This design comes from an exercise in tuning for small area and a short achievable clock period on the open sky130 flow, not from production work. At most, simulation tests tie the RTL to the original design; equivalence was not proved. Power is estimated from default activity; no workload was simulated.

==> flow/design.v <==
module spi_mem_target #(
  parameter int ADDR_W    = 8,
  parameter int MEM_DEPTH = 256
) (
  input  logic clk,
  input  logic rst,
  input  logic spi_sck,
  input  logic spi_cs_n,
  input  logic spi_mosi,
  output logic spi_miso,
  output logic spi_miso_oe,
  output logic busy,
  output logic cmd_err
);
  typedef enum logic [2:0] {
    IDLE, CMD, ADDR, READ, WRITE, STATUS, IGNORE
  } state_t;
  function automatic int plane_k(input int b);
    case (b)
      7, 6:    plane_k = 3;
      5, 4:    plane_k = 4;
      default: plane_k = 5;
    endcase
  endfunction
  state_t      state;
  logic [1:0]  sck_sync, cs_sync, mosi_sync;
  logic        sck_prev, cs_prev;
  logic        sck_s, cs_s, mosi_s;
  logic        sck_rise, sck_fall, cs_rise, cs_fall;
  logic [2:0]  bit_cnt;
  logic [6:0]  rx_sr;
  logic [7:0]  rx_byte;
  logic        miso_bit;
  logic        byte_done;
  logic [7:0]  addr;
  logic [7:0]  addr_inc;
  logic        is_read;
  logic        mem_we;
  logic        wel;
  logic        wrote;
  logic [4:0]  ph;
  logic [4:0]  ph_n;
  logic        wact;
  logic        wpos;
  logic [2:0]  eq_a;
  logic        eq_i;
  logic [2:0]  rm;
  logic [4:0]  rsel7;
  logic [1:0]  tj3;
  logic        tj4;
  logic [7:0]  we;
  logic        rm7;
  logic [7:0]  txb;
  logic        tx_bit;
  logic        c_win;
  logic        cmh;
  logic        cand0, cand1;
  logic        c_win_d;
  logic        cwin_n;
  assign sck_s     = sck_sync[1];
  assign cs_s      = cs_sync[1];
  assign mosi_s    = mosi_sync[1];
  assign sck_rise  = sck_s & ~sck_prev;
  assign sck_fall  = ~sck_s & sck_prev;
  assign cs_rise   = cs_s & ~cs_prev;
  assign cs_fall   = ~cs_s & cs_prev;
  assign rx_byte   = {rx_sr, mosi_s};
  assign byte_done = sck_rise && (bit_cnt == 3'd7);
  assign mem_we    = (state == WRITE) && byte_done && !cs_rise;
  assign spi_miso  = miso_bit;
  assign addr_inc  = addr + 8'd1;
  assign ph_n      = ph + 5'd1;
  assign cwin_n    = (state == ADDR) && (bit_cnt == 3'd7);
  assign eq_a[0] = (ph_n[2:0] == addr[2:0]);
  assign eq_a[1] = eq_a[0] && (ph_n[3] == addr[3]);
  assign eq_a[2] = eq_a[1] && (ph_n[4] == addr[4]);
  assign eq_i    = (ph_n[2:0] == addr_inc[2:0]);
  always_ff @(posedge clk or posedge rst) begin
    if (rst) begin
      cs_sync <= 2'b00;
      cs_prev <= 1'b0;
    end else begin
      cs_sync <= {cs_sync[0], spi_cs_n};
      cs_prev <= cs_s;
    end
  end
  always_ff @(posedge clk) begin
    sck_sync  <= {sck_sync[0], spi_sck};
    mosi_sync <= {mosi_sync[0], spi_mosi};
    sck_prev  <= sck_s;
  end
  always_ff @(posedge clk) begin
    if (sck_rise) begin
      rx_sr   <= rx_byte[6:0];
      bit_cnt <= bit_cnt + 3'd1;
    end
    if (!cs_rise && state == IDLE && cs_fall) begin
      bit_cnt <= 3'd0;
      wrote   <= 1'b0;
    end
    if (!cs_rise && state == CMD && byte_done) begin
      is_read <= rx_byte[0];
    end
    if (!cs_rise && state == WRITE && byte_done) begin
      wrote <= 1'b1;
    end
  end
  always_ff @(posedge clk) begin
    ph <= ph_n;
    if (mem_we) begin
      wact <= 1'b1;
    end else if (wpos) begin
      wact <= 1'b0;
    end
    wpos <= wact && eq_a[2];
  end
  always_ff @(posedge clk) begin
    if (!cs_rise && state == ADDR && byte_done) begin
      addr <= rx_byte;
    end else if ((!cs_rise && state == READ && byte_done) || wpos) begin
      addr <= addr_inc;
    end
  end
  for (genvar l = 0; l < 8; l++) begin : g_we
    assign we[l] = wpos && (addr[7:5] == l);
  end
  always_ff @(posedge clk) begin
    c_win   <= cwin_n;
    c_win_d <= c_win;
    cmh     <= (ph_n[2:1] == rx_sr[1:0]);
  end
  always_ff @(posedge clk) begin
    rm    <= eq_a;
    tj3   <= ~(addr[4:3] - ph_n[4:3]);
    tj4   <= ~(addr[4] ^ ph_n[4]);
    rsel7 <= cwin_n ? {rx_sr[6:4], ~(rx_sr[3:2] - ph_n[4:3])}
                    : {addr_inc[7:5], ~(addr_inc[4:3] - ph_n[4:3])};
    rm7   <= eq_i && (bit_cnt != 3'd0);
  end
  for (genvar b = 0; b < 8; b++) begin : g_plane
    localparam int K  = plane_k(b);
    localparam int L  = 1 << K;
    localparam int NT = 32 >> K;
    logic [8*NT-1:0] taps;
    logic            tap;
    for (genvar l = 0; l < 8; l++) begin : g_loop
      logic [31:0] sr;
      always_ff @(posedge clk) begin
        sr <= {sr[30:0], we[l] ? txb[b] : sr[31]};
      end
      for (genvar j = 0; j < NT; j++) begin : g_tap
        assign taps[l*NT + j] = sr[L*j + L - 1];
      end
    end
    if (b == 7) begin : g_cap7
      assign tap = taps[rsel7];
      always_ff @(posedge clk) begin
        if (c_win && cmh && !ph[0]) cand0 <= tap;
        if (c_win && cmh && ph[0]) cand1 <= tap;
        if (mem_we) begin
          txb[7] <= rx_byte[7];
        end else if (c_win_d && !c_win) begin
          txb[7] <= addr[0] ? cand1 : cand0;
        end else if (!wact && !c_win && rm7) begin
          txb[7] <= tap;
        end
      end
    end else begin : g_capn
      if (K == 3) begin : g_t3
        assign tap = taps[{addr[7:5], tj3}];
      end else if (K == 4) begin : g_t4
        assign tap = taps[{addr[7:5], tj4}];
      end else begin : g_t5
        assign tap = taps[addr[7:5]];
      end
      always_ff @(posedge clk) begin
        if (mem_we) begin
          txb[b] <= rx_byte[b];
        end else if (!wact && rm[K-3]) begin
          txb[b] <= tap;
        end
      end
    end
  end
  always_comb begin
    tx_bit = 1'b0;
    if (state == READ) begin
      tx_bit = txb[~bit_cnt];
    end else if (state == STATUS) begin
      tx_bit = wel && (bit_cnt == 3'd6);
    end
  end
  state_t state_n;
  logic   wel_n, miso_n, err_n;
  always_comb begin
    state_n = state;
    wel_n   = wel;
    miso_n  = sck_fall ? tx_bit : miso_bit;
    err_n   = 1'b0;
    if (cs_rise) begin
      if (state == WRITE && wrote) begin
        wel_n = 1'b0;
      end
      state_n = IDLE;
      miso_n  = 1'b0;
    end else begin
      case (state)
        IDLE: begin
          if (cs_fall) begin
            state_n = CMD;
            miso_n  = 1'b0;
          end
        end
        CMD: begin
          if (byte_done) begin
            case (rx_byte)
              8'h03: state_n = ADDR;
              8'h02: state_n = wel ? ADDR : IGNORE;
              8'h05: state_n = STATUS;
              8'h06: begin
                wel_n   = 1'b1;
                state_n = IGNORE;
              end
              8'h04: begin
                wel_n   = 1'b0;
                state_n = IGNORE;
              end
              default: begin
                state_n = IGNORE;
                err_n   = 1'b1;
              end
            endcase
          end
        end
        ADDR: begin
          if (byte_done) begin
            state_n = is_read ? READ : WRITE;
          end
        end
        READ, WRITE, STATUS, IGNORE: begin
        end
        default: begin
          state_n = IDLE;
        end
      endcase
    end
  end
  always_ff @(posedge clk or posedge rst) begin
    if (rst) begin
      state       <= IDLE;
      miso_bit    <= 1'b0;
      spi_miso_oe <= 1'b0;
      busy        <= 1'b0;
      cmd_err     <= 1'b0;
      wel         <= 1'b0;
    end else begin
      state       <= state_n;
      miso_bit    <= miso_n;
      spi_miso_oe <= (state_n == READ) || (state_n == STATUS);
      busy        <= (state_n != IDLE);
      cmd_err     <= err_n;
      wel         <= wel_n;
    end
  end
endmodule
Settings: LEC_CHECK=0, CAP_MARGIN=20, CORE_MARGIN=2, CORE_UTILIZATION=70, CTS_CLUSTER_DIAMETER=120, CTS_CLUSTER_SIZE=30, SETUP_SLACK_MARGIN=2.8, SLEW_MARGIN=20; clock period 5.0 ns.
run.sh (not shown) runs the stock make flow with config.mk's settings and CLKGATE_MAP_FILE= SYNTH_SCRIPT=/design/flow/synth_recipe.tcl, a recipe that flattens the netlist after the stock synthesis.
Edit:
--- a/flow/design.v
+++ b/flow/design.v
@@ -42,4 +42,6 @@
   logic [4:0]  ph_n;
   logic        wact;
+  logic        wlast;
+  logic [4:0]  wcnt;
   logic        wpos;
   logic [2:0]  eq_a;
@@ -54,7 +56,7 @@
   logic        tx_bit;
   logic        c_win;
-  logic        cmh;
+  logic        cm0, cm1;
   logic        cand0, cand1;
-  logic        c_win_d;
+  logic        first1, first2;
   logic        cwin_n;
   assign sck_s     = sck_sync[1];
@@ -107,9 +109,14 @@
   end
   always_ff @(posedge clk) begin
-    ph <= ph_n;
+    ph    <= ph_n;
+    wlast <= wact && (wcnt == 5'd31);
     if (mem_we) begin
       wact <= 1'b1;
-    end else if (wpos) begin
-      wact <= 1'b0;
+      wcnt <= 5'd0;
+    end else if (wact) begin
+      wcnt <= wcnt + 5'd1;
+      if (wcnt == 5'd31) begin
+        wact <= 1'b0;
+      end
     end
     wpos <= wact && eq_a[2];
@@ -118,5 +125,5 @@
     if (!cs_rise && state == ADDR && byte_done) begin
       addr <= rx_byte;
-    end else if ((!cs_rise && state == READ && byte_done) || wpos) begin
+    end else if ((!cs_rise && state == READ && byte_done) || wlast) begin
       addr <= addr_inc;
     end
@@ -126,7 +133,9 @@
   end
   always_ff @(posedge clk) begin
-    c_win   <= cwin_n;
-    c_win_d <= c_win;
-    cmh     <= (ph_n[2:1] == rx_sr[1:0]);
+    c_win  <= cwin_n;
+    cm0    <= (ph_n[2:0] == {rx_sr[1:0], 1'b0});
+    cm1    <= (ph_n[2:0] == {rx_sr[1:0], 1'b1});
+    first1 <= (state == ADDR) && byte_done;
+    first2 <= first1;
   end
   always_ff @(posedge clk) begin
@@ -156,9 +165,9 @@
       assign tap = taps[rsel7];
       always_ff @(posedge clk) begin
-        if (c_win && cmh && !ph[0]) cand0 <= tap;
-        if (c_win && cmh && ph[0]) cand1 <= tap;
+        if (c_win && cm0) cand0 <= tap;
+        if (c_win && cm1) cand1 <= tap;
         if (mem_we) begin
           txb[7] <= rx_byte[7];
-        end else if (c_win_d && !c_win) begin
+        end else if (first2) begin
           txb[7] <= addr[0] ? cand1 : cand0;
         end else if (!wact && !c_win && rm7) begin
Via count goes up by about 0.4%.
Cell area goes up by about 0.5%.
Setup slack improves by 0.016 ns.
Non-clock buffer count went up by 14.
Routed wire length falls by about 0.56%.
Clock skew climbs by 0.013 ns.
Synthesized area increases by 0.38%.
Count of clock-buffer cells in the layout fell by 1.
Core utilization increases by 0.23 points.
Clock power is about the same.
Die area rose by 0.37%.
Power came out higher by about 0.36%.
Global-route usage goes down by 0.22 points.
No functional check of the RTL was part of the first run of this note.

-- port drivers added, routing unchanged --
The flow's constraints put no driver on any port. The routed layouts listed below were extracted and timed again, unchanged, in two steps. Step 1 sets driving cells, clkbuf_16 on the clock port and buf_2 on the other inputs (assumed; they add their load-dependent delay and slew). Step 2, shift: input delay + t, output delay - t, t = (earliest + latest rising clock arrival at the registers) / 2. This alone moves slack from input paths to output paths. a / b / c = ideal ports / drivers / drivers and shift; a / b = the first two.
run | t (ns) | setup WS [ns] | hold slack, ns | worst setup path after step 2
the first run | 0.704 | 2.727 / 2.666 / 2.808 | 0.320 / 0.320 / 0.320 | register to register
the second run | 0.720 | 2.743 / 2.678 / 2.829 | 0.313 / 0.313 / 0.313 | register to register
After both steps every run listed still meets setup and hold.
